From an optimization exercise on the open Yosys and OpenROAD flow, aimed at a short achievable clock period and few clock cycles per item; shortcuts taken in it are not production practice.
No run shown here included a check of the RTL's function; only the layout flow was run.
Power and IR drop assume default switching activity.

===== design.v =====
package lc4_pkg;
   typedef logic [15:0] word_t;      
   typedef logic [2:0]  reg_sel_t;   
   localparam int NUM_REGS = 8;
   typedef enum logic [3:0] {
      OP_NOP   = 4'b0000,
      OP_ARITH = 4'b0001,   
      OP_LOGIC = 4'b0101,   
      OP_CONST = 4'b1001
   } opcode_e;
   typedef enum logic [2:0] {
      ALU_ADD,
      ALU_SUB,
      ALU_AND,
      ALU_OR,
      ALU_PASS_IMM   
   } alu_op_e;
   localparam word_t NOP_INSN = 16'h0000;
endpackage
module lc4_decoder (
   input  lc4_pkg::word_t    i_insn,
   output lc4_pkg::reg_sel_t o_rs,
   output lc4_pkg::reg_sel_t o_rt,
   output lc4_pkg::reg_sel_t o_rd,
   output logic              o_rs_re,    
   output logic              o_rt_re,    
   output logic              o_rd_we,
   output logic              o_const,    
   output logic              o_sub,      
   output logic              o_logic,    
   output logic              o_or,
   output lc4_pkg::word_t    o_imm
);
   logic arith, logic_op, rr_ok, imm_form;
   assign arith    = (i_insn[15:12] == 4'b0001);
   assign logic_op = (i_insn[15:12] == 4'b0101);
   assign o_const  = (i_insn[15:12] == 4'b1001);
   assign imm_form = i_insn[5];
   assign rr_ok    = (i_insn[5:3] == 3'b000) || (i_insn[5:3] == 3'b010);
   assign o_rd = i_insn[11:9];
   assign o_rs = i_insn[8:6];
   assign o_rt = i_insn[2:0];
   assign o_rs_re = (arith || logic_op) && (imm_form || rr_ok);
   assign o_rt_re = (arith || logic_op) && !imm_form && rr_ok;
   assign o_rd_we = o_rs_re || o_const;
   assign o_sub   = arith && !imm_form && i_insn[4];
   assign o_logic = logic_op;
   assign o_or    = logic_op && !imm_form && i_insn[4];
   assign o_imm   = o_const ? {{7{i_insn[8]}}, i_insn[8:0]} : {{11{i_insn[4]}}, i_insn[4:0]};
endmodule
module lc4_alu (
   input  logic [7:0] i_a,
   input  logic [7:0] i_b,
   input  logic       i_cin,
   input  logic       i_sub,
   input  logic       i_logic,
   input  logic       i_or,
   input  logic       i_pass_sel,
   input  logic [7:0] i_pass,
   input  logic       i_we,
   input  logic [7:0] i_hold,
   output logic [7:0] o_raw,
   output logic [7:0] o_res,
   output logic [7:0] o_res_out,
   output logic [7:0] o_res_hold,
   output logic       o_cout
);
   logic [7:0] sum, lres;
   logic [7:0] g0, p0, g1, p1, g2, p2, g3, p3;
   logic [8:0] c;
   assign g0 = i_a & i_b;
   assign p0 = i_a ^ i_b;
   always_comb begin
      g1 = g0; p1 = p0;
      for (int i = 1; i < 8; i++) begin
         g1[i] = g0[i] | (p0[i] & g0[i-1]);
         p1[i] = p0[i] & p0[i-1];
      end
      g2 = g1; p2 = p1;
      for (int i = 2; i < 8; i++) begin
         g2[i] = g1[i] | (p1[i] & g1[i-2]);
         p2[i] = p1[i] & p1[i-2];
      end
      g3 = g2; p3 = p2;
      for (int i = 4; i < 8; i++) begin
         g3[i] = g2[i] | (p2[i] & g2[i-4]);
         p3[i] = p2[i] & p2[i-4];
      end
   end
   assign c[0] = i_cin;
   assign c[8:1] = g3 | (p3 & {8{i_cin}});
   assign sum    = (p0 ^ {8{i_sub}}) ^ c[7:0];
   assign o_cout = c[8];
   assign lres   = i_or ? (i_a | i_b) : (i_a & i_b);    
   logic sel_sum, sel_log, out_sum, out_log, out_pass;
   assign sel_sum  = !i_pass_sel && !i_logic;
   assign sel_log  = !i_pass_sel && i_logic;
   assign out_sum  = i_we && sel_sum;
   assign out_log  = i_we && sel_log;
   assign out_pass = i_we && i_pass_sel;
   assign o_raw      = ({8{!i_logic}} & sum) | ({8{i_logic}} & lres);
   assign o_res      = ({8{sel_sum}} & sum) | ({8{sel_log}} & lres) | ({8{i_pass_sel}} & i_pass);
   assign o_res_out  = ({8{out_sum}} & sum) | ({8{out_log}} & lres) | ({8{out_pass}} & i_pass);
   assign o_res_hold = o_res_out | ({8{!i_we}} & i_hold);
endmodule
module lc4_regfile_dual (
   input  logic           gwe,
   input  logic           i_rst,
   input  logic [7:0]     i_rs_a,       
   input  logic [7:0]     i_rt_a,
   input  logic [7:0]     i_rs_b,
   input  logic [7:0]     i_rt_b,
   output lc4_pkg::word_t o_rs_data_a,
   output lc4_pkg::word_t o_rt_data_a,
   output lc4_pkg::word_t o_rs_data_b,
   output lc4_pkg::word_t o_rt_data_b,
   input  logic [7:0]     i_wmask_a,
   input  lc4_pkg::word_t i_wdata_a,
   input  logic [7:0]     i_wmask_b,
   input  lc4_pkg::word_t i_wdata_b
);
   lc4_pkg::word_t regs [0:lc4_pkg::NUM_REGS-1];
   function automatic logic [15:0] rd_oh(input logic [7:0] sel);
      rd_oh = '0;
      for (int i = 0; i < lc4_pkg::NUM_REGS; i++) begin
         rd_oh = rd_oh | ({16{sel[i]}} & regs[i]);
      end
   endfunction
   always_comb begin
      o_rs_data_a = rd_oh(i_rs_a);
      o_rt_data_a = rd_oh(i_rt_a);
      o_rs_data_b = rd_oh(i_rs_b);
      o_rt_data_b = rd_oh(i_rt_b);
   end
   always_ff @(posedge gwe) begin
      for (int i = 0; i < lc4_pkg::NUM_REGS; i++) begin
         if (i_rst)             regs[i] <= '0;
         else if (i_wmask_b[i]) regs[i] <= i_wdata_b;
         else if (i_wmask_a[i]) regs[i] <= i_wdata_a;
      end
   end
endmodule
module lc4_superscalar #(
   parameter lc4_pkg::word_t RESET_PC = 16'h8200
) (
   input  logic              gwe,
   input  logic              i_rst,
   output lc4_pkg::word_t    o_cur_pc,
   input  lc4_pkg::word_t    i_insn_a,
   input  lc4_pkg::word_t    i_insn_b,
   output logic              o_wb_we_a,
   output lc4_pkg::reg_sel_t o_wb_rd_a,
   output lc4_pkg::word_t    o_wb_data_a,
   output lc4_pkg::word_t    o_wb_pc_a,
   output logic              o_wb_we_b,
   output lc4_pkg::reg_sel_t o_wb_rd_b,
   output lc4_pkg::word_t    o_wb_data_b,
   output lc4_pkg::word_t    o_wb_pc_b
);
   lc4_pkg::word_t pc;
   logic           p_valid, d_valid;
   logic           split;
   always_ff @(posedge gwe) begin
      if (i_rst) begin
         pc      <= RESET_PC;
         p_valid <= 1'b0;
         d_valid <= 1'b0;
      end else begin
         pc      <= split ? pc + 16'd1 : pc + 16'd2;
         p_valid <= 1'b1;
         d_valid <= p_valid;
      end
   end
   assign o_cur_pc = pc;
   logic [1:0][2:0]  f_rs, f_rt, f_rd;
   logic [1:0]       f_rs_re, f_rt_re, f_dwe, f_cnst, f_sub, f_lg, f_or;
   logic [1:0][15:0] f_imm;
   lc4_decoder fdec_a_i (
      .i_insn (i_insn_a), .o_rs (f_rs[0]), .o_rt (f_rt[0]), .o_rd (f_rd[0]),
      .o_rs_re (f_rs_re[0]), .o_rt_re (f_rt_re[0]), .o_rd_we (f_dwe[0]), .o_const (f_cnst[0]),
      .o_sub (f_sub[0]), .o_logic (f_lg[0]), .o_or (f_or[0]), .o_imm (f_imm[0])
   );
   lc4_decoder fdec_b_i (
      .i_insn (i_insn_b), .o_rs (f_rs[1]), .o_rt (f_rt[1]), .o_rd (f_rd[1]),
      .o_rs_re (f_rs_re[1]), .o_rt_re (f_rt_re[1]), .o_rd_we (f_dwe[1]), .o_const (f_cnst[1]),
      .o_sub (f_sub[1]), .o_logic (f_lg[1]), .o_or (f_or[1]), .o_imm (f_imm[1])
   );
   function automatic logic [7:0] onehot(input logic [2:0] r);
      onehot = 8'b1 << r;
   endfunction
   logic [1:0][2:0]  p_rs, p_rt, p_rd;
   logic [1:0]       p_rs_re, p_rt_re, p_dwe, p_cnst, p_sub, p_lg, p_or;
   logic [1:0][15:0] p_imm;
   logic [1:0][7:0]  p_rs_oh, p_rt_oh;
   logic [1:0][2:0]  rs, rt, rd;
   logic [1:0]       rs_re, rt_re, dwe, cnst, sub, lg, orr;
   logic [1:0][15:0] imm;
   logic [1:0][7:0]  rs_oh, rt_oh;
   logic [1:0][15:0] rv1, rv2;            
   logic             own_rs, own_rt;      
   always_ff @(posedge gwe) begin
      if (split) begin
         p_rs <= {f_rs[0], p_rs[1]};           p_rt <= {f_rt[0], p_rt[1]};
         p_rd <= {f_rd[0], p_rd[1]};           p_rs_re <= {f_rs_re[0], p_rs_re[1]};
         p_rt_re <= {f_rt_re[0], p_rt_re[1]};  p_dwe <= {f_dwe[0], p_dwe[1]};
         p_cnst <= {f_cnst[0], p_cnst[1]};     p_sub <= {f_sub[0], p_sub[1]};
         p_lg <= {f_lg[0], p_lg[1]};           p_or <= {f_or[0], p_or[1]};
         p_imm <= {f_imm[0], p_imm[1]};
         p_rs_oh <= {onehot(f_rs[0]), p_rs_oh[1]};
         p_rt_oh <= {onehot(f_rt[0]), p_rt_oh[1]};
      end else begin
         p_rs <= f_rs;       p_rt <= f_rt;       p_rd <= f_rd;
         p_rs_re <= f_rs_re; p_rt_re <= f_rt_re; p_dwe <= f_dwe;
         p_cnst <= f_cnst;   p_sub <= f_sub;     p_lg <= f_lg;
         p_or <= f_or;       p_imm <= f_imm;
         p_rs_oh <= {onehot(f_rs[1]), onehot(f_rs[0])};
         p_rt_oh <= {onehot(f_rt[1]), onehot(f_rt[0])};
      end
   end
   logic [7:0]       r_wmask_a, r_wmask_b;
   lc4_pkg::word_t   w_data_a, w_data_b;
   lc4_pkg::word_t   rf_rs_a, rf_rt_a, rf_rs_b, rf_rt_b;
   lc4_regfile_dual regfile_i (
      .gwe         (gwe),        .i_rst       (i_rst),
      .i_rs_a      (p_rs_oh[0]), .i_rt_a      (p_rt_oh[0]),
      .i_rs_b      (p_rs_oh[1]), .i_rt_b      (p_rt_oh[1]),
      .o_rs_data_a (rf_rs_a),    .o_rt_data_a (rf_rt_a),
      .o_rs_data_b (rf_rs_b),    .o_rt_data_b (rf_rt_b),
      .i_wmask_a   (r_wmask_a),  .i_wdata_a   (w_data_a),
      .i_wmask_b   (r_wmask_b),  .i_wdata_b   (w_data_b)
   );
   function automatic logic [15:0] rfwd(input logic [7:0] oh, input logic [15:0] v,
                                        input logic [7:0] ma, input logic [15:0] da,
                                        input logic [7:0] mb, input logic [15:0] db);
      if (|(oh & mb))      rfwd = db;
      else if (|(oh & ma)) rfwd = da;
      else                 rfwd = v;
   endfunction
   logic [1:0][15:0] p_rv1, p_rv2;
   assign p_rv1 = {rfwd(p_rs_oh[1], rf_rs_b, r_wmask_a, w_data_a, r_wmask_b, w_data_b),
                   rfwd(p_rs_oh[0], rf_rs_a, r_wmask_a, w_data_a, r_wmask_b, w_data_b)};
   assign p_rv2 = {p_rt_re[1] ? rfwd(p_rt_oh[1], rf_rt_b, r_wmask_a, w_data_a, r_wmask_b, w_data_b) : p_imm[1],
                   p_rt_re[0] ? rfwd(p_rt_oh[0], rf_rt_a, r_wmask_a, w_data_a, r_wmask_b, w_data_b) : p_imm[0]};
   function automatic logic dep(input logic a_we, input logic [2:0] a_rd,
                                input logic re, input logic [2:0] r);
      dep = a_we && re && (r == a_rd);
   endfunction
   always_ff @(posedge gwe) begin
      if (split) begin
         rs <= {p_rs[0], rs[1]};           rt <= {p_rt[0], rt[1]};
         rd <= {p_rd[0], rd[1]};           rs_re <= {p_rs_re[0], rs_re[1]};
         rt_re <= {p_rt_re[0], rt_re[1]};  dwe <= {p_dwe[0], dwe[1]};
         cnst <= {p_cnst[0], cnst[1]};     sub <= {p_sub[0], sub[1]};
         lg <= {p_lg[0], lg[1]};           orr <= {p_or[0], orr[1]};
         imm <= {p_imm[0], imm[1]};
         rs_oh <= {p_rs_oh[0], rs_oh[1]};  rt_oh <= {p_rt_oh[0], rt_oh[1]};
         rv1 <= {p_rv1[0], rfwd(rs_oh[1], rv1[1], r_wmask_a, w_data_a, r_wmask_b, w_data_b)};
         rv2 <= {p_rv2[0], rt_re[1] ? rfwd(rt_oh[1], rv2[1], r_wmask_a, w_data_a, r_wmask_b, w_data_b)
                                    : rv2[1]};
         own_rs <= dep(dwe[1], rd[1], p_rs_re[0], p_rs[0]);
         own_rt <= dep(dwe[1], rd[1], p_rt_re[0], p_rt[0]);
      end else begin
         rs <= p_rs;  rt <= p_rt;  rd <= p_rd;
         rs_re <= p_rs_re;  rt_re <= p_rt_re;  dwe <= p_dwe;
         cnst <= p_cnst;  sub <= p_sub;  lg <= p_lg;  orr <= p_or;
         imm <= p_imm;
         rs_oh <= p_rs_oh;  rt_oh <= p_rt_oh;
         rv1 <= p_rv1;  rv2 <= p_rv2;
         own_rs <= dep(p_dwe[0], p_rd[0], p_rs_re[1], p_rs[1]);
         own_rt <= dep(p_dwe[0], p_rd[0], p_rt_re[1], p_rt[1]);
      end
   end
   logic [1:0][15:0] d_pc;
   assign d_pc = {pc - 16'd3, pc - 16'd4};
   logic [1:0]      x1_we, x2_we, x3_we, x1_late, x2_late, x3_late;
   logic [1:0][2:0] x1_rd, x2_rd, x3_rd;
   localparam int OWN = 7, G1B = 6, G1A = 5, G2B = 4, G2A = 3, G3B = 2, G3A = 1, LATE = 0;
   function automatic logic [7:0] find_src(input logic [2:0] s, input logic re, input logic ho,
                                           input logic a_const,
                                           input logic [1:0] w1, input logic [1:0][2:0] r1, input logic [1:0] l1,
                                           input logic [1:0] w2, input logic [1:0][2:0] r2, input logic [1:0] l2,
                                           input logic [1:0] w3, input logic [1:0][2:0] r3);
      logic h1b, h1a, h2b, h2a, h3b, h3a;
      logic f_o, f1b, f1a, f2b, f2a, f3b, f3a;
      h1b = w1[1] && (r1[1] == s);
      h1a = w1[0] && (r1[0] == s);
      h2b = w2[1] && (r2[1] == s);
      h2a = w2[0] && (r2[0] == s);
      h3b = w3[1] && (r3[1] == s);
      h3a = w3[0] && (r3[0] == s);
      f_o = re && ho && !a_const;
      f1b = re && !ho && h1b;
      f1a = re && !ho && !h1b && h1a;
      f2b = re && !ho && !h1b && !h1a && h2b;
      f2a = re && !ho && !h1b && !h1a && !h2b && h2a;
      f3b = re && !ho && !h1b && !h1a && !h2b && !h2a && h3b;
      f3a = re && !ho && !h1b && !h1a && !h2b && !h2a && !h3b && h3a;
      find_src = {f_o, f1b, f1a, f2b, f2a, f3b, f3a,
                  f_o || (f1b && l1[1]) || (f1a && l1[0]) || (f2b && l2[1]) || (f2a && l2[0])};
   endfunction
   logic [1:0][7:0] src1, src2;
   always_comb begin
      for (int L = 0; L < 2; L++) begin
         src1[L] = find_src(rs[L], rs_re[L], L == 1 && own_rs, cnst[0],
                            x1_we, x1_rd, x1_late, x2_we, x2_rd, x2_late, x3_we, x3_rd);
         src2[L] = find_src(rt[L], rt_re[L], L == 1 && own_rt, cnst[0],
                            x1_we, x1_rd, x1_late, x2_we, x2_rd, x2_late, x3_we, x3_rd);
      end
   end
   logic [1:0] late, issue;
   assign late[0] = src1[0][LATE] || src2[0][LATE];
   assign late[1] = src1[1][LATE] || src2[1][LATE];
   assign split   = d_valid && late[0] && (src1[1][OWN] || src2[1][OWN]);
   assign issue   = {d_valid && dwe[1] && !split, d_valid && dwe[0]};
   localparam int E1A = 0, E1B = 1, L1A = 2, L1B = 3,    
                  E2A = 4, E2B = 5, L2A = 6, L2B = 7,    
                  P3A = 8, P3B = 9, POWN = 10;           
   function automatic logic [10:0] cls(input logic [7:0] s, input logic [1:0] l1, input logic [1:0] l2);
      cls = '0;
      cls[E1A]  = s[G1A] && !l1[0];
      cls[E1B]  = s[G1B] && !l1[1];
      cls[L1A]  = s[G1A] && l1[0];
      cls[L1B]  = s[G1B] && l1[1];
      cls[E2A]  = s[G2A] && !l2[0];
      cls[E2B]  = s[G2B] && !l2[1];
      cls[L2A]  = s[G2A] && l2[0];
      cls[L2B]  = s[G2B] && l2[1];
      cls[P3A]  = s[G3A];
      cls[P3B]  = s[G3B];
      cls[POWN] = s[OWN];
   endfunction
   logic [1:0][10:0] k1, k2;
   always_comb begin
      for (int L = 0; L < 2; L++) begin
         k1[L] = cls(src1[L], x1_late, x2_late);
         k2[L] = cls(src2[L], x1_late, x2_late);
      end
   end
   function automatic logic [7:0] pick(input logic [3:0] s, input logic [7:0] v,
                                       input logic [7:0] s0, input logic [7:0] s1,
                                       input logic [7:0] s2, input logic [7:0] s3,
                                       input logic inv);
      logic [3:0] sp, sn;
      sp = s & {4{!inv}};
      sn = s & {4{inv}};
      pick = ({8{sp[0]}} & s0) | ({8{sn[0]}} & ~s0) | ({8{sp[1]}} & s1) | ({8{sn[1]}} & ~s1) |
             ({8{sp[2]}} & s2) | ({8{sn[2]}} & ~s2) | ({8{sp[3]}} & s3) | ({8{sn[3]}} & ~s3) |
             ({8{s == 4'b0}} & v);
   endfunction
   logic [1:0][7:0] elo, ehi, llo, lhi;       
   logic [1:0][7:0] llo_res, lhi_res;         
   logic [1:0][7:0] x2_elo;    
   logic [1:0][7:0] x3_lo;     
   logic [1:0][7:0] x3_ehi;    
   logic [1:0][7:0] r_hi;      
   logic [1:0][15:0] v1, v2;
   logic             b_rs_const, b_rt_const;
   assign b_rs_const = cnst[0] && own_rs;
   assign b_rt_const = cnst[0] && own_rt;
   always_comb begin
      for (int L = 0; L < 2; L++) begin
         if (cnst[L])                      v1[L] = 16'h0000;
         else if (L == 1 && b_rs_const)    v1[L] = imm[0];
         else                              v1[L] = rfwd(rs_oh[L], rv1[L], r_wmask_a, w_data_a, r_wmask_b, w_data_b);
         if (!rt_re[L])                    v2[L] = imm[L];
         else if (L == 1 && b_rt_const)    v2[L] = imm[0];
         else                              v2[L] = rfwd(rt_oh[L], rv2[L], r_wmask_a, w_data_a, r_wmask_b, w_data_b);
         v1[L] = v1[L] ^ {16{sub[L]}};      
      end
   end
   logic [1:0][15:0] x1_pc, x1_c1, x1_c2;
   logic [1:0]       x1_sub, x1_lg, x1_or;
   logic [1:0][10:0] x1_k1, x1_k2;
   always_ff @(posedge gwe) begin
      x1_we <= i_rst ? 2'b00 : issue;
      for (int L = 0; L < 2; L++) begin
         x1_rd[L]   <= rd[L];
         x1_late[L] <= late[L];
         x1_pc[L]   <= d_pc[L];
         x1_sub[L]  <= sub[L];
         x1_lg[L]   <= lg[L];
         x1_or[L]   <= orr[L];
         x1_k1[L]   <= k1[L];
         x1_k2[L]   <= k2[L];
         x1_c1[L]   <= {v1[L][15:8],
                        pick({k1[L][E1B], k1[L][E1A], k1[L][E2B] || k1[L][P3B], k1[L][E2A] || k1[L][P3A]},
                             v1[L][7:0],
                             k1[L][E2A] ? x2_elo[0] : x3_lo[0], k1[L][E2B] ? x2_elo[1] : x3_lo[1],
                             elo[0], elo[1], sub[L])};
         x1_c2[L]   <= {v2[L][15:8],
                        pick({k2[L][E1B], k2[L][E1A], k2[L][E2B] || k2[L][P3B], k2[L][E2A] || k2[L][P3A]},
                             v2[L][7:0],
                             k2[L][E2A] ? x2_elo[0] : x3_lo[0], k2[L][E2B] ? x2_elo[1] : x3_lo[1],
                             elo[0], elo[1], 1'b0)};
      end
   end
   logic [1:0] eco;
   for (genvar L = 0; L < 2; L++) begin : g_elo
      lc4_alu alu_i (
         .i_a (x1_c1[L][7:0]), .i_b (x1_c2[L][7:0]), .i_cin (1'b0),
         .i_sub (x1_sub[L]), .i_logic (x1_lg[L]), .i_or (x1_or[L]),
         .i_pass_sel (1'b0), .i_pass (8'h00), .i_we (1'b0), .i_hold (8'h00),
         .o_raw (elo[L]), .o_res (), .o_res_out (), .o_res_hold (), .o_cout (eco[L])
      );
   end
   logic [1:0][15:0] x2_pc;
   logic [1:0]       x2_sub, x2_lg, x2_or, x2_eco;
   logic [1:0][7:0]  x2_eh1, x2_eh2, x2_ll1, x2_ll2;
   logic [1:0][10:0] x2_k1, x2_k2;
   function automatic logic [7:0] cap_ll(input logic [10:0] k, input logic [7:0] v,
                                         input logic [1:0][7:0] elo_now, input logic [1:0][7:0] llo_now,
                                         input logic [1:0][7:0] elo2, input logic [1:0][7:0] lo3,
                                         input logic inv);
      logic [6:0] s, sp, sn;
      logic [6:0][7:0] x;
      s  = {k[POWN], k[L1B], k[L1A], k[E1B], k[E1A], k[L2B], k[L2A]};
      x  = {elo_now[0], llo_now[1], llo_now[0], elo2[1], elo2[0], lo3[1], lo3[0]};
      sp = s & {7{!inv}};
      sn = s & {7{inv}};
      cap_ll = {8{s == 7'b0}} & v;
      for (int i = 0; i < 7; i++) begin
         cap_ll = cap_ll | ({8{sp[i]}} & x[i]) | ({8{sn[i]}} & ~x[i]);
      end
   endfunction
   always_ff @(posedge gwe) begin
      x2_we <= i_rst ? 2'b00 : x1_we;
      for (int L = 0; L < 2; L++) begin
         x2_rd[L]   <= x1_rd[L];
         x2_late[L] <= x1_late[L];
         x2_pc[L]   <= x1_pc[L];
         x2_sub[L]  <= x1_sub[L];
         x2_lg[L]   <= x1_lg[L];
         x2_or[L]   <= x1_or[L];
         x2_elo[L]  <= elo[L];
         x2_eco[L]  <= eco[L];
         x2_k1[L]   <= x1_k1[L];
         x2_k2[L]   <= x1_k2[L];
         x2_eh1[L]  <= pick({x1_k1[L][E1B], x1_k1[L][E1A],
                             x1_k1[L][E2B] || x1_k1[L][P3B], x1_k1[L][E2A] || x1_k1[L][P3A]},
                            x1_c1[L][15:8],
                            x1_k1[L][E2A] ? x3_ehi[0] : r_hi[0], x1_k1[L][E2B] ? x3_ehi[1] : r_hi[1],
                            ehi[0], ehi[1], x1_sub[L]);
         x2_eh2[L]  <= pick({x1_k2[L][E1B], x1_k2[L][E1A],
                             x1_k2[L][E2B] || x1_k2[L][P3B], x1_k2[L][E2A] || x1_k2[L][P3A]},
                            x1_c2[L][15:8],
                            x1_k2[L][E2A] ? x3_ehi[0] : r_hi[0], x1_k2[L][E2B] ? x3_ehi[1] : r_hi[1],
                            ehi[0], ehi[1], 1'b0);
         x2_ll1[L]  <= cap_ll(x1_k1[L], x1_c1[L][7:0], elo, llo, x2_elo, x3_lo, x1_sub[L]);
         x2_ll2[L]  <= cap_ll(x1_k2[L], x1_c2[L][7:0], elo, llo, x2_elo, x3_lo, 1'b0);
      end
   end
   logic [1:0] lco;
   for (genvar L = 0; L < 2; L++) begin : g_s2
      lc4_alu ehi_i (
         .i_a (x2_eh1[L]), .i_b (x2_eh2[L]), .i_cin (x2_eco[L]),
         .i_sub (x2_sub[L]), .i_logic (x2_lg[L]), .i_or (x2_or[L]),
         .i_pass_sel (1'b0), .i_pass (8'h00), .i_we (1'b0), .i_hold (8'h00),
         .o_raw (ehi[L]), .o_res (), .o_res_out (), .o_res_hold (), .o_cout ()
      );
      lc4_alu llo_i (
         .i_a (x2_ll1[L]), .i_b (x2_ll2[L]), .i_cin (1'b0),
         .i_sub (x2_sub[L]), .i_logic (x2_lg[L]), .i_or (x2_or[L]),
         .i_pass_sel (!x2_late[L]), .i_pass (x2_elo[L]), .i_we (1'b0), .i_hold (8'h00),
         .o_raw (llo[L]), .o_res (llo_res[L]), .o_res_out (), .o_res_hold (), .o_cout (lco[L])
      );
   end
   logic [1:0][15:0] x3_pc;
   logic [1:0]       x3_sub, x3_lg, x3_or, x3_lco;
   logic [1:0][7:0]  x3_lh1, x3_lh2;
   always_ff @(posedge gwe) begin
      x3_we <= i_rst ? 2'b00 : x2_we;
      for (int L = 0; L < 2; L++) begin
         x3_rd[L]   <= x2_rd[L];
         x3_late[L] <= x2_late[L];
         x3_pc[L]   <= x2_pc[L];
         x3_sub[L]  <= x2_sub[L];
         x3_lg[L]   <= x2_lg[L];
         x3_or[L]   <= x2_or[L];
         x3_lo[L]   <= llo_res[L];
         x3_lco[L]  <= lco[L];
         x3_ehi[L]  <= ehi[L];
         x3_lh1[L]  <= cap_ll(x2_k1[L], x2_eh1[L], ehi, lhi, x3_ehi, r_hi, x2_sub[L]);
         x3_lh2[L]  <= cap_ll(x2_k2[L], x2_eh2[L], ehi, lhi, x3_ehi, r_hi, 1'b0);
      end
   end
   logic [1:0][7:0] hi_out, hi_w;
   for (genvar L = 0; L < 2; L++) begin : g_s3
      lc4_alu lhi_i (
         .i_a (x3_lh1[L]), .i_b (x3_lh2[L]), .i_cin (x3_lco[L]),
         .i_sub (x3_sub[L]), .i_logic (x3_lg[L]), .i_or (x3_or[L]),
         .i_pass_sel (!x3_late[L]), .i_pass (x3_ehi[L]), .i_we (x3_we[L]),
         .i_hold (L == 0 ? w_data_a[15:8] : w_data_b[15:8]),
         .o_raw (lhi[L]), .o_res (lhi_res[L]), .o_res_out (hi_out[L]), .o_res_hold (hi_w[L]), .o_cout ()
      );
   end
   always_ff @(posedge gwe) begin
      for (int i = 0; i < 8; i++) begin
         r_wmask_a[i] <= !i_rst && x3_we[0] && (x3_rd[0] == 3'(i));
         r_wmask_b[i] <= !i_rst && x3_we[1] && (x3_rd[1] == 3'(i));
      end
      r_hi     <= lhi_res;
      w_data_a <= {hi_w[0], x3_we[0] ? x3_lo[0] : w_data_a[7:0]};
      w_data_b <= {hi_w[1], x3_we[1] ? x3_lo[1] : w_data_b[7:0]};
   end
   always_ff @(posedge gwe) begin
      if (i_rst) begin
         o_wb_we_a <= 1'b0;
         o_wb_we_b <= 1'b0;
      end else begin
         o_wb_we_a <= x3_we[0];
         o_wb_we_b <= x3_we[1];
      end
   end
   always_ff @(posedge gwe) begin
      o_wb_rd_a   <= x3_rd[0];
      o_wb_rd_b   <= x3_rd[1];
      o_wb_data_a <= {hi_out[0], x3_lo[0] & {8{x3_we[0]}}};
      o_wb_data_b <= {hi_out[1], x3_lo[1] & {8{x3_we[1]}}};
      o_wb_pc_a   <= x3_pc[0];
      o_wb_pc_b   <= x3_pc[1];
   end
endmodule

===== run.sh =====
#!/bin/bash
# synth_recipe.tcl (not shown) runs the flow's synth.tcl, then flattens the netlist and writes it again
# the make line also repeats each setting of config.mk as NAME=value (left out here)
make -C /OpenROAD-flow-scripts/flow DESIGN_CONFIG=/design/flow/config.mk WORK_HOME=/design/flow/orfs CLKGATE_MAP_FILE= SYNTH_SCRIPT=/design/flow/synth_recipe.tcl finish

===== config.mk =====
export PLATFORM = sky130hd
export DESIGN_NAME = lc4_superscalar
export DESIGN_NICKNAME = lc4_superscalar
export VERILOG_FILES = /design/flow/design.v
export SDC_FILE = /design/flow/constraint.sdc
export NUM_CORES = 4
export LEC_CHECK = 0
export ABC_AREA = 1
export ABC_CLOCK_PERIOD_IN_PS = 1800
export CAP_MARGIN = 20
export CORE_MARGIN = 2
export CORE_UTILIZATION = 40
export SETUP_SLACK_MARGIN = 3.2
export SLEW_MARGIN = 20

===== constraint.sdc =====
create_clock -name core_clock -period 5.0 [get_ports {gwe}]
set_input_delay 1.0000 -clock core_clock [delete_from_list [all_inputs] [get_ports {gwe}]]
set_output_delay 1.0000 -clock core_clock [all_outputs]
set_load 0.01 [all_outputs]

==> key figures, run 1 <==
Placement
  • DP Worst Slack: approximately 1.4 ns
  • IO buf count: 121
  • GP Congestion: 1.07
  • Hpwl dp: 191000 um

Die
  • Num rows: 130
  • Die Span Y: 359 um
  • Core area: 125000 um^2
  • IO Pins: roughly 120
  • Die width: 359 um
  • Die area: 129000 um^2
  • Initial core utilization: 0.403

Timing
  • Final setup viols: 0
  • Relative slew slack: 0.276
  • Unrepaired setup endpoints after global routing: yes
  • Setup TNS: 0 ns
  • Fin. max-slew vios: 0
  • Clock Skew: 0.0568 ns
  • Final Hold Viols: 0
  • Slew @ Worst Pin: 1.09 ns
  • Final worst slack: between 2 and 3 ns
  • Fmax: 419 MHz
  • Tcrit/Tclk final: 0.478
  • Period minus WS final: 2.39 ns

GRT
  • Vias in the first global route: 57.8k
  • Largest net degree at the start of global routing: 48
  • Initial antenna violation count: 25
  • Overflow after GRT: 0
  • GRT Util Overall: 0.439
  • Global-route wire length before repair: 416000 um

Synthesis
  • Synth Cell Area: 50500 um^2
  • Synth top area share: 0.360
  • Sequential element share of the synthesized area: 0.370
  • Largest cells by area after synthesis: dfxtp_1 (36%), nand2_1 (15%), o21ai_0 (6.2%)
  • Leading area contributor after synthesis: dfxtp_1
  • Yosys reg bits: 924
  • Synthesis Warnings: 4
  • Library cells used by synthesis: 59
  • Commonest cells post-synth: nand2_1 (2016), dfxtp_1 (908), inv_1 (797)
  • Dominant synthesized flop cell: dfxtp_1
  • Mean area per synthesized cell: about 6.8 um^2
  • Syn nets: 7551
  • FFs w/ async S/R, synth: 0
  • Post-Synthesis Cells: 7384
  • Most numerous cell in the Yosys netlist: nand2_1
  • EDFF count, synth: 16

Clocking
  • Hold_buf cts: 0
  • CTS Buf Count: 104
  • CTS clk-pin slew, worst paths: 0.06 ns
  • Clock latency on the worst-skew pair: around 0.80 ns
  • Clk buf depth: 3
  • Clock sink total: a little over 900
  • CTS Root Cell: clkbuf_16
  • TritonCTS clock tree: yes
  • H-tree Lvls: 3

Worst setup path
  • Crit Path Class: reg2reg
  • Arrival time at the worst endpoint: 3.07 ns
  • Max FO, Critical Path: 17
  • Critical Path End Type: register
  • Kind of cell adding the most delay to the critical path: compound AO/OA/AOI/OAI gates
  • CP cell instances: clkinv_1 -> buf_4 -> o22ai_1 -> a211oi_1 -> o211ai_1 -> nor2_1 -> nor2_1 -> nor2_1 -> nand2_1 -> o21ai_1 -> inv_1
  • Crit path launch type: register
  • Crit path buf inv count: 3
  • Critical Path Most Common Cell: nor2_1
  • WP data required: 5.69 ns
  • Worst path slowest cell: dfxtp_1
  • CP peak stage delay: between 0.3 and 0.4 ns

Finish
  • Area of the multi-input gates: 34300 um^2
  • Nets: 8334
  • Register Area: 19200 um^2
  • Area growth syn-to-layout: 46.8%
  • Layout Utilization: 0.591
  • Fill cell count: around 11k
  • Layout cells sized above 1: 0.349

Drt
  • Vias per cell: 6.25
  • Routed Antenna Nets: 0
  • Routed len/inst: between 30 and 40 um
  • Via count: 61.9k
  • Initial DRC Count: 8608
  • Post-route DRC: 0
  • Drt total wl: 302000 um
  • Drt pass-1 iters: 13

Outcome
  • Status: no timing/DRC/antenna violations

Pwr
  • Tot Pwr: 27.1 mW
  • LEAKAGE: 31.8 nW
  • Peak VDD IR: 0.356 mV
  • Pwr Density: 366 nW/um^2

Job
  • Max-cap viol count: 0

Min path
  • Hold crit path type: reg2reg
[cells by family after synthesis]
group,Yosys count,share of synthesized area
and+or+nand+nor,3007,0.242
AOI/OAI and AO/OA,1909,0.228
buffers and inverters,1226,0.0948
DFF,924,0.370
xor gates and xnor gates,185,0.0321
adders and majority gates,133,0.0330
[timing repair]
| action | in CTS | in global routing |
|---|---|---|
| resized for setup | 2322 | 847 |
| endpoints found under the hold margin | 0 | 0 |
| endpoints found under the setup margin | 757 | 603 |
| pin swaps | 369 | 362 |
| setup buffers | 528 | 208 |
| gates cloned | 83 | 12 |
[state kept, by name, indices dropped and copies added, names as in the netlist, 18 cells and up]
register / flops
x1_pc: 32
x3_pc: 32
imm: 18
x1_c2: 32
x2_pc: 32
p_imm: 18
x1_k2: 21
x1_k1: 21
rv2: 32
x1_c1: 32
rv1: 32
regfile_i.regs: 128
[cell usage in the layout (no fill, tap or decap), types with 157 or more instances in the layout]
cell type / n
nand2_1: 1587
dfxtp_1: 652
buf_4: 551
dfxtp_2: 160
nand2_4: 157
o21ai_1: 220
inv_1: 564
o21ai_0: 359
buf_6: 250
nand2_2: 264
a21oi_1: 327
nor2_1: 374
[metrics by stage]
| stage | hold slack (ns) | instances | area, um^2 |
|---|---|---|---|
| 6_report | 0.321 | 9902 | 74100 |
| 5_1_grt | 0.328 | 9895 | 74100 |
| 4_1_cts | 0.321 | 9675 | 69000 |
| 3_5_place_dp | 0.312 | 8880 | 53400 |
| 3_3_place_gp | 0.310 | 8879 | 53400 |
| 2_1_floorplan | 0.310 | 7384 | 51000 |
[per-layer routing]
| metal | global-route usage | part of all wire | up-vias | wire (um) |
|---|---|---|---|---|
| met4 | 0.328 | 0.095 | 26 | 28500 |
| met5 | 0.000740 | 0.00056 | - | 170 |
| met2 | 0.659 | 0.42 | 4605 | 127000 |
| li1 | - | - | 26500 | - |
| met1 | 0.531 | 0.37 | 29100 | 110000 |
| met3 | 0.130 | 0.12 | 1569 | 36100 |
[final cells by class]
type,instances,area share
Antenna cell,7,0.000236
Timing Repair inverter,20,0.00326
Clock buffer,133,0.0394
Tap cell,1650,0.0279
Inverter,843,0.0512
Timing Repair Buffer,1020,0.146
Clock inverter,51,0.00934
Sequential cell,924,0.259
Multi-Input combinational cell,5254,0.463
[final timing paths]
| check | end | from | cells past startpoint | slack, ns |
|---|---|---|---|---|
| worst max-delay path | rv1[17] | p_rs_oh[6] | 11 | 2.61 |
| worst min-delay path | o_wb_pc_a[8] | x3_pc[8] | 0 | 0.32 |
| worst max register to register | rv1[17] | p_rs_oh[6] | 11 | 2.61 |
| worst min register to register | o_wb_pc_a[8] | x3_pc[8] | 0 | 0.32 |
[power by group]
group | switching [mW] | internal (mW)
clock | 3.61 | 4.63
combinational | 5.74 | 3.72
sequential | 1.35 | 8.05
==> run 2: changes to the inputs <==
--- a/design.v
+++ b/design.v
@@ -309,5 +309,23 @@
    end
+   logic [7:0] late_reg, late_reg_n;
    logic [1:0] late, issue;
-   assign late[0] = src1[0][LATE] || src2[0][LATE];
-   assign late[1] = src1[1][LATE] || src2[1][LATE];
+   logic       own_c_rs, own_c_rt;
+   assign own_c_rs = cnst[0] && own_rs;
+   assign own_c_rt = cnst[0] && own_rt;
+   assign late[0] = (rs_re[0] && |(rs_oh[0] & late_reg)) || (rt_re[0] && |(rt_oh[0] & late_reg));
+   assign late[1] = src1[1][OWN] || src2[1][OWN] ||
+                    (rs_re[1] && !own_c_rs && |(rs_oh[1] & late_reg)) ||
+                    (rt_re[1] && !own_c_rt && |(rt_oh[1] & late_reg));
+   always_comb begin
+      for (int r = 0; r < 8; r++) begin
+         if (issue[1] && rd[1] == 3'(r))      late_reg_n[r] = late[1];
+         else if (issue[0] && rd[0] == 3'(r)) late_reg_n[r] = late[0];
+         else if (x1_we[1] && x1_rd[1] == 3'(r)) late_reg_n[r] = x1_late[1];
+         else if (x1_we[0] && x1_rd[0] == 3'(r)) late_reg_n[r] = x1_late[0];
+         else                                 late_reg_n[r] = 1'b0;
+      end
+   end
+   always_ff @(posedge gwe) begin
+      late_reg <= i_rst ? 8'h00 : late_reg_n;
+   end
    assign split   = d_valid && late[0] && (src1[1][OWN] || src2[1][OWN]);
==> run 2 against run 1 <==
Against the previous run:
- sequential cell count increased by 8
- synthesized cell count shrank 2.6%
- clock skew up 0.0087 ns
- cell count about the same
- critical path type unchanged
- highest routed layer unchanged
- synthesized area grew 0.61%
- global-route usage increased by 1.5 points
- hold slack got worse by 0.0013 ns
- critical path depth is 2 lower
- register-to-register slack about the same
- worst setup slack got worse by 0.0062 ns
- fmax down 0.26%
- combinational power is essentially flat
==> key figures, run 2 <==
Pwr
  • Internal power: 16.5 mW
  • Combinational power share: 0.345
  • Sequential power share: 0.344
  • Sw frac: 0.396
  • LEAKAGE: 32.6 nW
  • Peak VDD IR: a little over 0.3 mV
  • Clock power frac: 0.310
  • Net Switching: roughly 11 mW
  • Pwr Density: around 350 nW/um^2

Drt
  • Routed Antenna Nets: 0
  • Routed len/inst: 33.0 um
  • Vias per cell: 6.61
  • Post-route DRC: 0
  • Initial DRC Count: 11.5k
  • Via count: 65.5k
  • Drt total wl: 327000 um
  • Drt pass-1 iters: 13

Timing
  • Fin. max-slew vios: 0
  • Period minus WS final: 2.39 ns
  • Fmax: 418 MHz
  • Unrepaired setup endpoints after global routing: yes
  • Slew @ Worst Pin: 1.10 ns
  • Relative slew slack: 0.263
  • Tcrit/Tclk final: 0.479
  • Clock Skew: 0.0656 ns
  • Final setup viols: 0
  • Minimum hold slack: ~0.32 ns
  • Final Hold Viols: 0
  • Setup TNS: 0 ns

Synthesis
  • Commonest cells post-synth: nand2_1 (1743), dfxtp_1 (916), inv_1 (739)
  • Mean area per synthesized cell: 7.06 um^2
  • Dominant synthesized flop cell: dfxtp_1
  • Yosys reg bits: 932
  • EDFF count, synth: 16
  • Synth top area share: 0.361
  • Post-Synthesis Cells: 7191
  • Synth Cell Area: 50800 um^2
  • Most numerous cell in the Yosys netlist: nand2_1
  • Largest cells by area after synthesis: dfxtp_1 (36%), nand2_1 (13%), o21ai_0 (6.4%)
  • Library cells used by synthesis: 73
  • FFs w/ async S/R, synth: 0
  • Sequential element share of the synthesized area: 0.370
  • Syn nets: 7358
  • Leading area contributor after synthesis: dfxtp_1
  • Synthesis Warnings: 4

Die
  • Die Span Y: 360 um
  • Die area: roughly 130000 um^2
  • Core area: about 130000 um^2
  • IO Pins: around 120
  • Num rows: 130
  • Die width: 360 um
  • Initial core utilization: 0.403

Worst setup path
  • Reg2reg path depth: 9
  • Arrival time at the worst endpoint: 3.06 ns
  • Critical Path End Type: register
  • CP cell instances: clkinvlp_4 -> nand2_1 -> nand3b_1 -> o211ai_1 -> nand2_1 -> nor2_1 -> nor2_1 -> nor2_1 -> nand2_1
  • Reg2Reg Setup Slack: about 2.6 ns
  • RR Startpoint: w_data_a[4]
  • Reg2reg end: x1_c1[20]
  • Worst path slowest cell: edfxtp_1
  • Crit Path Class: reg2reg
  • Crit path launch type: register
  • WP data required: around 5.7 ns
  • Max FO, Critical Path: 13
  • CP peak stage delay: 0.61 ns

Placement
  • GP Congestion: 1.06
  • Hpwl dp: between 200000 and 250000 um
  • IO buf count: 121
  • Dpl cell area: 53700 um^2

Finish
  • Area growth syn-to-layout: 54.0%
  • Layout cells sized above 1: 0.410
  • Commonest non-fill, non-tap cell in the layout: nand2_1
  • Nets: 8326
  • Max reg flops: 128
  • Design Area, Final: roughly 78000 um^2
  • Layout Utilization: 0.621
  • Largest register by flop count: regfile_i.regs
  • Most frequent cells in the layout: nand2_1 (1360), buf_4 (632), dfxtp_1 (583), inv_1 (514), buf_6 (323)

Clocking
  • CTS Buf Count: 105
  • CTS clk-pin slew, worst paths: 0.07 ns
  • TritonCTS clock tree: yes
  • Clock latency on the worst-skew pair: 0.79 ns
  • Hold_buf cts: 0
  • H-tree Lvls: 3
  • Clk buf depth: 3
  • Clock sink total: 932
  • CTS Root Cell: clkbuf_16

GRT
  • GRT Util Overall: 0.454
  • Overflow after GRT: 0
  • Largest net degree at the start of global routing: 47
  • Initial antenna violation count: 30
  • Global-route wire length before repair: 427000 um
  • Vias in the first global route: 57.7k

Min path
  • WHS Path Cells: 0
  • WHS Endpoint: o_wb_pc_b[11]
  • Hold crit path type: reg2reg
  • Hold_sp: x3_pc[27]

Job
  • Max-cap viol count: 0

Outcome
  • Status: no timing/DRC/antenna violations
run 2: repair_timing:
action | in CTS | in global routing
gates cloned | 57 | 55
resized for setup | 2566 | 1250
buffers inserted | 663 | 245
endpoints found under the setup margin | 762 | 634
pin swaps | 421 | 478
run 2: metal layers:
metal | track usage | routed length [um]
met2 | 0.619 | 125000
met4 | 0.254 | 24900
met5 | 0.00222 | 586
met1 | 0.603 | 125000
met3 | 0.180 | 51400
run 2: power by group through the flow:
stage | clock, mW | combinational, mW | sequential (mW)
floorplan | 0 | 3.24 | 8.56
global placement | 0 | 5.36 | 9.37
detailed placement | 0 | 5.37 | 9.35
CTS | 8.45 | 7.64 | 9.26
global route | 8.77 | 9.70 | 9.35
finish | 8.49 | 9.44 | 9.42
run 2: worst max-delay path by stage:
stage                             from      endpoint  slack (ns)  cells after the start
after floorplan              x2_ll1[9]     x2_ll1[5]        3.12                     14
final                      w_data_a[4]     x1_c1[20]        2.61                      9
after detailed placement  r_wmask_a[7]     x1_c2[23]        1.46                      9
after global routing      r_wmask_a[1]     x1_c1[30]        2.67                     16
after global placement    r_wmask_a[7]     x1_c2[23]        1.50                      9
after CTS                 o_wb_rd_b[2]  o_wb_rd_b[2]        2.69                      1
run 2: critical path: cells and delay by family, from the launching register on:
family	cells	cell delay, ns
AO/OA/AOI/OAI	1	0.26
buffers and inverters	1	0.57
flip-flops	1	0.61
AND/OR/NAND/NOR	7	0.84
run 2: kinds of logic after synthesis:
family / Yosys count / share of synthesized area
muxes: 1 / 0.000197
adders and majority gates: 133 / 0.0328
xor gates and xnor gates: 179 / 0.0309
DFF: 932 / 0.370
AOI/OAI and AO/OA: 2061 / 0.251
and+or+nand+nor: 2692 / 0.222
buffers and inverters: 1193 / 0.0928
run 2: layout make-up:
class	count	area (um^2)
fillers	10800	47700
multi-input cells	5088	35900
flip-flops and latches	932	19600
repair buffers	1200	12800
inverters	805	3780
clock buffers	126	2840
well taps	1650	2060
clock inverters	72	915
repair inverters	27	288
diodes	6	15.0
run 2: through the flow:
| step | setup slack [ns] | total power, mW | cells |
|---|---|---|---|
| finish | 2.61 | 27.4 | 9906 |
| global placement | 1.50 | 14.7 | 8682 |
| global route | 2.67 | 27.8 | 9902 |
| floorplan | 3.12 | 11.8 | 7191 |
| CTS | 2.69 | 25.3 | 9600 |
| detailed placement | 1.46 | 14.7 | 8682 |
==> run 3: changes to the inputs <==
--- a/design.v
+++ b/design.v
@@ -519,4 +519,4 @@
       r_hi     <= lhi_res;
-      w_data_a <= {hi_w[0], x3_we[0] ? x3_lo[0] : w_data_a[7:0]};
-      w_data_b <= {hi_w[1], x3_we[1] ? x3_lo[1] : w_data_b[7:0]};
+      w_data_a <= {hi_w[0], x3_lo[0]};
+      w_data_b <= {hi_w[1], x3_lo[1]};
    end
@@ -537,3 +537,3 @@
       o_wb_pc_a   <= x3_pc[0];
-      o_wb_pc_b   <= x3_pc[1];
+      o_wb_pc_b   <= x3_pc[0] + 16'd1;    
    end
--- a/config.mk
+++ b/config.mk
@@ -11,3 +11,3 @@
 export CORE_MARGIN = 2
-export CORE_UTILIZATION = 40
+export CORE_UTILIZATION = 50
 export SETUP_SLACK_MARGIN = 3.2
==> run 3 against run 2 <==
Against the previous run:
- the run now fails in global routing (5_1_grt)
- synthesized cell count shrank 1.2%
- synthesized area shrank 2.8%
==> key figures, run 3 <==
Outcome
  • Status: stopped before the end
  • Failing step: global routing (5_1_grt)
  • Run Error: [ERROR GRT-0232] Routing congestion too high. Check the congestion heatmap in the GUI.

Die
  • IO Pins: around 120
  • Die width: 318 um
  • Num rows: roughly 120
  • Die Span Y: 318 um
  • Initial core utilization: 0.503

Clocking
  • CTS Root Cell: clkbuf_16
  • H-tree Lvls: 3
  • Clk buf depth: 3
  • CTS Buf Count: 96
  • Clock sink total: 884

Synthesis
  • Synthesis Warnings: 4
  • Post-Synthesis Cells: about 7.1k
  • Synth top area share: 0.358
  • EDFF count, synth: 0
  • Commonest cells post-synth: nand2_1 (1676), dfxtp_1 (884), inv_1 (782)
  • Syn nets: 7273
  • Largest cells by area after synthesis: dfxtp_1 (36%), nand2_1 (13%), o21ai_0 (6.6%)
  • Mean area per synthesized cell: 6.95 um^2
  • Most numerous cell in the Yosys netlist: nand2_1
  • Library cells used by synthesis: 68
  • Synth Cell Area: around 50000 um^2
  • Dominant synthesized flop cell: dfxtp_1
  • Sequential element share of the synthesized area: 0.358
  • Leading area contributor after synthesis: dfxtp_1
  • Yosys reg bits: 884
  • FFs w/ async S/R, synth: 0

GRT
  • Overflow after GRT: about 1.5k
  • Largest net degree at the start of global routing: 51
  • GRT Util Overall: 0.885

Placement
  • IO buf count: 121
  • GP Congestion: around 1.1
  • Hpwl dp: roughly 190000 um
  • Dpl cell area: 51800 um^2

Timing
  • Kind of the worst endpoint: output port
  • GR repair worst EP: o_wb_we_a
[run 3: cell count changes after synthesis, sizes merged, moves of 16 or more]
cell    change
a21oi      +19
dfxtp      -32
edfxtp     -16
inv        +40
nand2      -80
nand3      +22
nand4      -30
o211ai     -17
o22ai      +33
[run 3: how the worst max path moves through the flow]
stage / startpoint / endpoint / cells after the start
detailed placement: r_wmask_b[1] / x1_c2[5] / 11
global placement: r_wmask_b[1] / x1_c2[5] / 11
floorplan: x3_lh2[0] / x3_lh1[4] / 11
CTS: o_wb_we_a / o_wb_we_a / 1
[run 3: layer usage]
metal	GRT overflow	track usage
met1	147	0.875
met5	15	0.630
met3	122	0.806
met2	766	0.988
met4	474	0.880
[run 3: metrics by stage]
stage	std cells	setup slack [ns]	power, mW	hold WS [ns]
floorplan	7106	3.11	11.2	0.310
global placement	8257	1.84	13.9	0.311
detailed placement	8257	1.82	14.0	0.312
CTS	9177	2.71	23.8	0.325
[run 3: timing repair]
| item | 4_1_cts |
|---|---|
| cloned | 106 |
| resized for setup | 2547 |
| pin swaps | 437 |
| buffers inserted | 636 |
| setup endpoints to repair | 751 |
| hold buffers | 0 |
[run 3: logic make-up after synthesis]
group                      Yosys count  synth area share
and+or+nand+nor                   2597             0.218
AOI/OAI and AO/OA                 2093             0.260
buffers and inverters             1205            0.0956
DFF                                884             0.358
xor gates and xnor gates           194            0.0344
adders and majority gates          133            0.0337
[run 3: power groups by stage]
stage / combinational, mW / clock, mW / sequential [mW]
4_1_cts: 7.13 / 7.75 / 8.95
3_5_place_dp: 4.93 / 0 / 9.05
3_3_place_gp: 4.88 / 0 / 9.07
2_1_floorplan: 3.05 / 0 / 8.17
==> run 4: changes to the inputs <==
--- a/config.mk
+++ b/config.mk
@@ -11,3 +11,3 @@
 export CORE_MARGIN = 2
-export CORE_UTILIZATION = 50
+export CORE_UTILIZATION = 44
 export SETUP_SLACK_MARGIN = 3.2
==> run 4 against run 3 <==
Against the previous run:
- the run now finishes clean
- synthesized cell count did not move
- synthesized area unchanged
==> key figures, run 4 <==
Outcome
  • Status: no timing/DRC/antenna violations

Timing
  • Fin. max-slew vios: 0
  • Slew @ Worst Pin: 1.47 ns
  • Final setup viols: 0
  • Clock Skew: 0.0826 ns
  • Fmax: 372 MHz
  • Final Hold Viols: 0
  • Period minus WS final: between 2 and 3 ns
  • Minimum hold slack: around 0.32 ns
  • Relative slew slack: 0.0191
  • Unrepaired setup endpoints after global routing: yes
  • Setup TNS: 0 ns
  • Tcrit/Tclk final: 0.538
  • Final worst slack: 2.31 ns

Synthesis
  • Yosys reg bits: 884
  • Synth Cell Area: 49400 um^2
  • EDFF count, synth: 0
  • Synth top area share: 0.358
  • Library cells used by synthesis: 68
  • Commonest cells post-synth: nand2_1 (1676), dfxtp_1 (884), inv_1 (782)
  • FFs w/ async S/R, synth: 0
  • Sequential element share of the synthesized area: 0.358
  • Most numerous cell in the Yosys netlist: nand2_1
  • Largest cells by area after synthesis: dfxtp_1 (36%), nand2_1 (13%), o21ai_0 (6.6%)
  • Syn nets: 7273
  • Dominant synthesized flop cell: dfxtp_1
  • Leading area contributor after synthesis: dfxtp_1
  • Synthesis Warnings: 4
  • Post-Synthesis Cells: 7106
  • Mean area per synthesized cell: around 7 um^2

Pwr
  • Combinational power share: 0.354
  • Pwr Density: between 300 and 400 nW/um^2
  • Sw frac: 0.404
  • Clock power frac: 0.300
  • Peak VDD IR: 0.344 mV
  • Tot Pwr: around 26 mW
  • Net Switching: 10.7 mW
  • Internal power: around 16 mW
  • LEAKAGE: 32.2 nW
  • Sequential power share: 0.346

Die
  • Num rows: 122
  • Die width: between 300 and 400 um
  • IO Pins: approximately 120
  • Initial core utilization: 0.445
  • Die area: 115000 um^2
  • Die Span Y: 339 um
  • Core area: around 110000 um^2

Clocking
  • H-tree Lvls: 3
  • TritonCTS clock tree: yes
  • CTS Buf Count: 97
  • CTS clk-pin slew, worst paths: 0.06 ns
  • Hold_buf cts: 0
  • Clk buf depth: 3
  • Clock latency on the worst-skew pair: 0.81 ns
  • CTS Root Cell: clkbuf_16
  • Clock sink total: between 800 and 900

Worst setup path
  • Crit Path Class: reg2reg
  • Crit path launch type: register
  • WP data required: 5.74 ns
  • Arrival time at the worst endpoint: 3.42 ns
  • Max FO, Critical Path: 4
  • Critical Path End Type: register
  • CP startpoint: late_reg[1]
  • RR Startpoint: late_reg[1]

Min path
  • Hold crit path type: reg2reg
  • Hold_sp: x2_pc[6]

GRT
  • GRT Util Overall: 0.532
  • Overflow after GRT: 0
  • Vias in the first global route: 59.8k
  • Largest net degree at the start of global routing: 60
  • Initial antenna violation count: 27
  • Global-route wire length before repair: roughly 440000 um

Drt
  • Drt pass-1 iters: 14
  • Initial DRC Count: 11.8k
  • Via count: 66.2k
  • Drt total wl: about 330000 um
  • Routed len/inst: roughly 35 um
  • Post-route DRC: 0
  • Routed Antenna Nets: 0
  • Vias per cell: just under 7

Placement
  • DP Worst Slack: 1.11 ns
  • GP Congestion: 1.12
  • IO buf count: around 120
  • Hpwl dp: slightly below 200000 um

Finish
  • Commonest non-fill, non-tap cell in the layout: nand2_1
  • Max reg flops: 128
  • Largest register by flop count: regfile_i.regs
  • Most frequent cells in the layout: nand2_1 (1193), dfxtp_1 (568), inv_1 (561), buf_4 (561), buf_6 (325)
  • Nets: 8250
  • Area growth syn-to-layout: 57.5%
  • Layout cells sized above 1: 0.419

Job
  • Max-cap viol count: 0
-- run 4: cell counts after synthesis --
Identical to the previous run, type by type.
-- run 4: critical path, cell delays in order, from the launching register on --
cell,delay (ns)
dfxtp_1,0.31
inv_2,0.12
o21ai_2,0.08
a221oi_2,0.35
nand2_2,0.32
nand2_4,0.19
buf_12,0.11
a21boi_4,0.06
buf_8,0.13
buf_16,0.13
a21oi_4,0.56
o21ai_2,0.13
o21ai_1,0.10
-- run 4: logic make-up (layout without fill, tap and decap cells) --
| logic type | Yosys count | in the layout | share of synthesized area |
|---|---|---|---|
| other | 0 | 23 | 0 |
| AOI/OAI and AO/OA | 2093 | 2093 | 0.260 |
| and+or+nand+nor | 2597 | 2629 | 0.218 |
| DFF | 884 | 884 | 0.358 |
| xor gates and xnor gates | 194 | 194 | 0.0344 |
| adders and majority gates | 133 | 133 | 0.0337 |
| buffers and inverters | 1205 | 2232 | 0.0956 |
-- run 4: path summary, 6_finish.rpt --
kind              slack [ns]        to  cells past startpoint
setup reg to reg        2.31   rv2[18]                     12
hold / removal          0.32  x3_pc[6]                      0
hold reg to reg         0.32  x3_pc[6]                      0
setup / recovery        2.31   rv2[18]                     12
-- run 4: what timing repair did --
action | in CTS | in global routing
cloned | 107 | 16
pin swaps | 478 | 487
buffers inserted | 687 | 214
setup endpoints to repair | 746 | 594
resized for setup | 2873 | 1133
-- run 4: layer usage --
metal | GRT usage | vias up | routed length [um]
met5 | 0.00250 | - | 379
met4 | 0.498 | 28 | 43300
met3 | 0.239 | 2670 | 52900
met2 | 0.750 | 6517 | 131000
met1 | 0.593 | 30500 | 108000
li1 | - | 26500 | -
-- run 4: cell type report --
cell class	count	area, um^2
Fill cell	8333	33200
Timing Repair inverter	25	199
Multi-Input combinational cell	5049	36400
Clock buffer	130	2790
Inverter	843	3880
Timing Repair Buffer	1183	13500
Sequential cell	884	18400
Tap cell	1488	1860
Antenna cell	23	57.6
Clock inverter	51	676
-- run 4: through the flow --
stage	cell area [um^2]	std cells	utilization
after floorplan	49700	7106	-
after global placement	52000	8448	0.469
after detailed placement	52000	8448	0.469
after CTS	71400	9423	0.643
after global routing	77700	9654	0.700
final	77800	9676	0.701
-- run 4: power by group through the flow --
stage	Sequential [mW]	Clock, mW	Combinational, mW
global placement	9.03	0	4.94
detailed placement	9.01	0	4.95
CTS	8.91	7.82	7.31
finish	9.16	7.95	9.37
floorplan	8.17	0	3.05
global route	9.08	8.21	9.57

==> afterwards: timing with drivers on the ports <==
Ports are ideal in the flow. The routed layouts listed here were re-timed in OpenROAD. Step 1 (the two cells are an assumption about what drives the block):
set clk [get_ports {gwe}]
set_driving_cell -lib_cell sky130_fd_sc_hd__clkbuf_16 $clk
set_driving_cell -lib_cell sky130_fd_sc_hd__buf_2 [delete_from_list [all_inputs] $clk]
Step 2, shift: input delay + t, output delay - t, t = (earliest + latest rising clock arrival at the registers) / 2. This alone moves slack from input paths to output paths. Three values: no drivers, after step 1, after step 2; two values: the first two.
run	t (ns)	setup slack, ns	worst setup path at the end	latest minus earliest clock arrival (ns)	worst slew at a driven data input, ns
run 1	0.857	2.612 / 2.612 / 1.903	input to register	0.057 / 0.057	0.11
run 2	0.836	2.606 / 2.606 / 1.985	input to register	0.071 / 0.071	0.13
run 4	0.868	2.312 / 2.312 / 2.038	input to register	0.086 / 0.086	0.05
After both steps setup and hold are still met in every run listed. The setup slack of run 1, which loses most, moves by 0.000 ns with the drivers and by -0.709 ns with both steps.
